Context: an optimization exercise on an open-source flow, tuned for small area, a short achievable clock period and few clock cycles per item. The choices shown serve that exercise and are no tape-out recipe. At most, simulation tests tie the RTL to the original design; equivalence was not proved. Power and IR drop assume default switching activity.

== the reference run ==
## kmp_substring_search_core
module kmp_substring_search_core #(
	parameter int unsigned MAX_PATTERN    = kmpss_pkg::MAX_PATTERN_DEF,
	parameter int unsigned POSITION_WIDTH = kmpss_pkg::POSITION_WIDTH_DEF
) (
	input  wire logic        clk,
	input  wire logic        arst_n,
	input  wire logic        s_tvalid,
	output logic             s_tready,
	input  wire logic [7:0]  s_tdata,   
	input  wire logic [1:0]  s_tuser,   
	input  wire logic        s_tlast,
	output logic             m_tvalid,
	input  wire logic        m_tready,
	output logic [39:0]      m_tdata    
);
For scale: roughly 2300 cells after synthesis, ~670 flip-flops, ~57 I/O pins, roughly 29000 um^2 of cells after synthesis.
==> module kmp_substring_search_core, before the edit <==
module kmp_substring_search_core #(
	parameter int unsigned MAX_PATTERN    = kmpss_pkg::MAX_PATTERN_DEF,
	parameter int unsigned POSITION_WIDTH = kmpss_pkg::POSITION_WIDTH_DEF
) (
	input  wire logic        clk,
	input  wire logic        arst_n,
	input  wire logic        s_tvalid,
	output logic             s_tready,
	input  wire logic [7:0]  s_tdata,   
	input  wire logic [1:0]  s_tuser,   
	input  wire logic        s_tlast,
	output logic             m_tvalid,
	input  wire logic        m_tready,
	output logic [39:0]      m_tdata    
);
	localparam int unsigned N  = MAX_PATTERN;
	localparam int unsigned LW = $clog2(N + 1);
	localparam int unsigned PW = POSITION_WIDTH;
	logic          iv_q;
	logic          ifunc_q;
	logic          ifirst_q;
	logic          ilast_q;
	logic [7:0]    ibyte_q;
	logic          rdy_q;
	logic          en_q;        
	logic          qen_q;       
	logic [PW-1:0] pos_q;       
	logic [8*N-1:0] q_q;         
	logic [N-1:1]   a_q;
	logic [LW-1:0]  len_q;
	logic [1:0]     st_q;
	logic [PW-1:0]  d_q;
	logic          ov_q;
	logic [1:0]    ostat_q;
	logic          o2v_q;
	logic [1:0]    o2stat_q;
	logic          rs;
	logic [1:0]    s_eff;
	logic          full;
	logic [N:0]    t;
	logic [N-1:0]  eq;
	logic [N:1]    a_eff;
	logic [N-1:1]  a_nxt;
	logic          found;
	logic [1:0]    res;
	logic          en;
	logic          acc;
	logic          pop;
	logic          iv_n;
	logic          ifunc_n;
	logic          ifirst_n;
	logic [1:0]    st_n;
	logic          ov_n;
	logic [1:0]    ostat_n;
	logic          o2v_n;
	logic [1:0]    o2stat_n;
	logic          fp_n;
	logic          en_n;
	logic [LW-1:0] len_n;
	logic          full_n;
	logic [PW-1:0] d_n;
	always_comb begin
		rs    = ifirst_q || (st_q == kmpss_pkg::SRCH_FRESH);
		s_eff = rs ? kmpss_pkg::STAT_BUSY : st_q;
		full  = !ifirst_q && (len_q == LW'(N));
		for (int k = 0; k <= N; k++) begin
			t[k] = (LW'(k) >= len_q);
		end
		for (int k = 0; k < N; k++) begin
			eq[k] = (ibyte_q == q_q[8*k +: 8]);
		end
		for (int k = 1; k < N; k++) begin
			a_eff[k] = rs ? t[k] : a_q[k];
		end
		a_eff[N] = 1'b1;
		for (int k = 1; k < N; k++) begin
			a_nxt[k] = t[k] || (a_eff[k+1] && eq[k]);
		end
		found = a_eff[1] && eq[0];
		if (!ifunc_q) begin
			res = full ? kmpss_pkg::STAT_OVERFLOW : kmpss_pkg::STAT_BUSY;
			st_n = kmpss_pkg::SRCH_FRESH;
		end else begin
			if (s_eff != kmpss_pkg::STAT_BUSY) begin
				res = s_eff;
			end else if (len_q == '0 || found) begin
				res = kmpss_pkg::STAT_FOUND;
			end else if (ilast_q) begin
				res = kmpss_pkg::STAT_NOTFOUND;
			end else begin
				res = kmpss_pkg::STAT_BUSY;
			end
			st_n = res;
		end
		en  = en_q;
		acc = s_tvalid && rdy_q;
		pop = ov_q && m_tready;
		if (!en) begin
			st_n = st_q;
		end
		ov_n     = ov_q;
		ostat_n  = ostat_q;
		o2v_n    = o2v_q;
		o2stat_n = o2stat_q;
		if (pop || !ov_q) begin
			if (o2v_q) begin
				ov_n    = 1'b1;
				ostat_n = o2stat_q;
				o2v_n   = 1'b0;
			end else begin
				ov_n = en;
				if (en) begin
					ostat_n = res;
				end
			end
		end else if (en) begin
			o2v_n    = 1'b1;
			o2stat_n = res;
		end
		iv_n     = acc || (iv_q && !en);
		ifunc_n  = acc ? s_tuser[0] : ifunc_q;
		ifirst_n = acc ? s_tuser[1] : ifirst_q;
		fp_n = (ov_n && ostat_n == kmpss_pkg::STAT_FOUND) ||
		       (o2v_n && o2stat_n == kmpss_pkg::STAT_FOUND);
		en_n = iv_n && !o2v_n &&
		       !(ifunc_n && (ifirst_n || st_n == kmpss_pkg::SRCH_FRESH) && fp_n);
		len_n = len_q;
		if (en && !ifunc_q && !full) begin
			len_n = ifirst_q ? LW'(1) : len_q + LW'(1);
		end
		full_n = !ifirst_n && (len_n == LW'(N));
		d_n = d_q;
		if (en && ifunc_q && s_eff == kmpss_pkg::STAT_BUSY) begin
			if (len_q == '0) begin
				d_n = '0;
			end else if (rs) begin
				d_n = PW'(1) - PW'(len_q);
			end else begin
				d_n = d_q + PW'(1);
			end
		end
	end
	always_ff @(posedge clk or negedge arst_n) begin
		if (!arst_n) begin
			iv_q   <= 1'b0;
			rdy_q  <= 1'b0;
			ov_q   <= 1'b0;
			o2v_q  <= 1'b0;
			st_q   <= kmpss_pkg::SRCH_FRESH;
			len_q  <= '0;
			en_q   <= 1'b0;
			qen_q  <= 1'b0;
		end else begin
			iv_q  <= iv_n;
			rdy_q <= !iv_n || en_n;
			ov_q  <= ov_n;
			o2v_q <= o2v_n;
			st_q  <= st_n;
			len_q <= len_n;
			en_q  <= en_n;
			qen_q <= en_n && !ifunc_n && !full_n;
		end
	end
	always_ff @(posedge clk) begin
		if (acc) begin
			ifunc_q  <= s_tuser[0];
			ifirst_q <= s_tuser[1];
			ilast_q  <= s_tlast;
			ibyte_q  <= s_tdata;
		end
		ostat_q  <= ostat_n;
		pos_q    <= (ostat_n == kmpss_pkg::STAT_FOUND) ? d_n : '0;
		d_q      <= d_n;
		o2stat_q <= o2stat_n;
		if (qen_q) begin
			q_q <= {q_q[8*N-9:0], ibyte_q};
		end
		if (en) begin
			if (ifunc_q) begin
				a_q <= a_nxt;
			end
		end
	end
	assign s_tready = rdy_q;
	assign m_tvalid = ov_q;
	assign m_tdata  = {6'b0, pos_q, ostat_q};
endmodule
make LEC_CHECK=0 ABC_AREA=1 CAP_MARGIN=20 CORE_MARGIN=2 CORE_UTILIZATION=65 PLACE_DENSITY=0.75 SETUP_SLACK_MARGIN=3.8 SLEW_MARGIN=20 finish   # period 6.0 ns
run.sh (not shown) runs the stock make flow with config.mk's settings and CLKGATE_MAP_FILE= SYNTH_SCRIPT=/design/flow/synth_recipe.tcl, a recipe that flattens the netlist after the stock synthesis.
[inputs] the trial run vs the reference run
--- a/flow/design.v
+++ b/flow/design.v
@@ -37,6 +37,7 @@
 	logic          en_q;        
 	logic          qen_q;       
 	logic [PW-1:0] pos_q;       
+	logic          oload;       
 	logic [8*N-1:0] q_q;         
 	logic [N-1:1]   a_q;
 	logic [LW-1:0]  len_q;
@@ -66,7 +67,6 @@
 	logic [1:0]    ostat_n;
 	logic          o2v_n;
 	logic [1:0]    o2stat_n;
-	logic          fp_n;
 	logic          en_n;
 	logic [LW-1:0] len_n;
 	logic          full_n;
@@ -114,7 +114,8 @@
 		ostat_n  = ostat_q;
 		o2v_n    = o2v_q;
 		o2stat_n = o2stat_q;
-		if (pop || !ov_q) begin
+		oload = pop || !ov_q;
+		if (oload) begin
 			if (o2v_q) begin
 				ov_n    = 1'b1;
 				ostat_n = o2stat_q;
@@ -132,10 +133,7 @@
 		iv_n     = acc || (iv_q && !en);
 		ifunc_n  = acc ? s_tuser[0] : ifunc_q;
 		ifirst_n = acc ? s_tuser[1] : ifirst_q;
-		fp_n = (ov_n && ostat_n == kmpss_pkg::STAT_FOUND) ||
-		       (o2v_n && o2stat_n == kmpss_pkg::STAT_FOUND);
-		en_n = iv_n && !o2v_n &&
-		       !(ifunc_n && (ifirst_n || st_n == kmpss_pkg::SRCH_FRESH) && fp_n);
+		en_n = iv_n && !o2v_n;
 		len_n = len_q;
 		if (en && !ifunc_q && !full) begin
 			len_n = ifirst_q ? LW'(1) : len_q + LW'(1);
@@ -181,7 +179,9 @@
 			ibyte_q  <= s_tdata;
 		end
 		ostat_q  <= ostat_n;
-		pos_q    <= (ostat_n == kmpss_pkg::STAT_FOUND) ? d_n : '0;
+		if (oload) begin
+			pos_q <= (ostat_n == kmpss_pkg::STAT_FOUND) ? d_n : '0;
+		end
 		d_q      <= d_n;
 		o2stat_q <= o2stat_n;
 		if (qen_q) begin
Of the reference run and the trial run, the run reporting the higher number of placement rows was the trial run.
The clock network power share in the trial run sits 0.3 points below the value recorded for the reference run.
Changes observed in the trial run relative to the reference run: compound-gate portion of the synthesized area saw a decrease; post-route cell area shrank by about 1%; met2 track utilization from global routing lost 4.7 points; non-clock buffer count went down by 10%; wire length of the first global-routing pass decreased about 5.5%.
The trial run — xor and xnor fraction of the mapped netlist area 0.64 points higher, the reference run as reference
The trial run vs. the reference run: final weighted congestion in routability-driven placement went up by 0.039; net switching power picked up an extra about 0.9%; number of nets still failing antenna checks after routing held steady.
Function was not checked in any run of this note: the RTL went through the layout flow alone.


Setup of red:
Another version of the RTL of kmp_substring_search_core (not shown whole).
For scale: about 2200 cells after synthesis, about 700 flip-flops, roughly 25000 um^2 of cells after synthesis.
clock: 6.0 ns
lec_check: 0
abc_area: 0
cap_margin: 20
core_margin: 2
core_utilization: 65
cts_cluster_diameter: 100
cts_cluster_size: 28
place_density: 0.75
setup_slack_margin: 3.75
slew_margin: 20
tns_end_percent: 25
Testbench counts of red, summed over its fixed seeds: cycles 25,211, items 25,187.
Here is what was changed in the inputs of blue compared with red.
--- a/flow/design.v
+++ b/flow/design.v
@@ -234,19 +234,21 @@
 			ifunc_q  <= s_tuser[0];
 			ifirst_q <= s_tuser[1];
 			ilast_q  <= s_tlast;
 			ibyte_q  <= s_tdata;
 			eql_q    <= (s_tdata == plast_n);
 		end
 		ostat_q  <= ostat_n;
 		o2stat_q <= o2stat_n;
 		if (oload) begin
-			if (ostat_n != kmpss_pkg::STAT_FOUND) begin
+			if (o2v_q) begin
+				pos_q <= (o2stat_q == kmpss_pkg::STAT_FOUND) ? d_q : '0;
+			end else if (res != kmpss_pkg::STAT_FOUND) begin
 				pos_q <= '0;
 			end else if (grow && (rs || lz_q)) begin
 				pos_q <= '0;
 			end else if (grow) begin
 				pos_q <= d_inc;
 			end else begin
 				pos_q <= d_q;
 			end
 		end
--- outcome ---
blue | stages: all done | timing, DRC, antenna: all pass
For red, the last element of the critical path was pos_q[24], unlike blue, where it was pos_q[21].
Wire: blue routes more than red
Delta (blue minus red): count of clock-buffer cells in the layout went down 1; multi-input combinational cell area went down about 6%; cell area after layout went down 920 um^2; combinational gate power went down 21%.
The starting density of the core of blue and that of red are within noise of each other.
The post-layout minimum cycle time of blue is higher than that of red.
Sort red and blue by sequential share of layout area desc -> top: blue
The lower headroom to the max-slew limit came out of red.
Met2 track demand over resource in global routing: blue > red
Changes observed in blue relative to red: amount of wire on met3 after detailed routing increased 520 um; die area stayed essentially flat; critical path depth fell 2.
No functional check of the RTL was part of blue.

[afterwards: timing with drivers on the ports]
Ports are ideal in the flow. The routed layouts listed here were re-timed in OpenROAD.
Step 1 (the two cells are an assumption about what drives the block):
set clk [get_ports {clk}]
set_driving_cell -lib_cell sky130_fd_sc_hd__clkbuf_16 $clk
set_driving_cell -lib_cell sky130_fd_sc_hd__buf_2 [delete_from_list [all_inputs] $clk]
Step 2 moves the port delays by t, midway between the first and last clock arrival at a register: inputs arrive t later, outputs are due t later. That takes back most of the time a late clock gives input paths.
Three values: ideal, step 1, step 2; two values: the first two.
run	shift t [ns]	setup slack, ns	worst setup path after step 2
the reference run	0.667	3.666 / 3.602 / 3.171	input to register
the trial run	0.661	3.636 / 3.585 / 3.192	input to register
red	0.659	3.422 / 3.422 / 2.957	input to register
blue	0.647	3.384 / 3.384 / 2.970	input to register
After both steps setup and hold are still met in every run listed. For the reference run, which loses most, drivers alone change the setup slack by -0.064 ns; drivers and shift together by -0.495 ns.
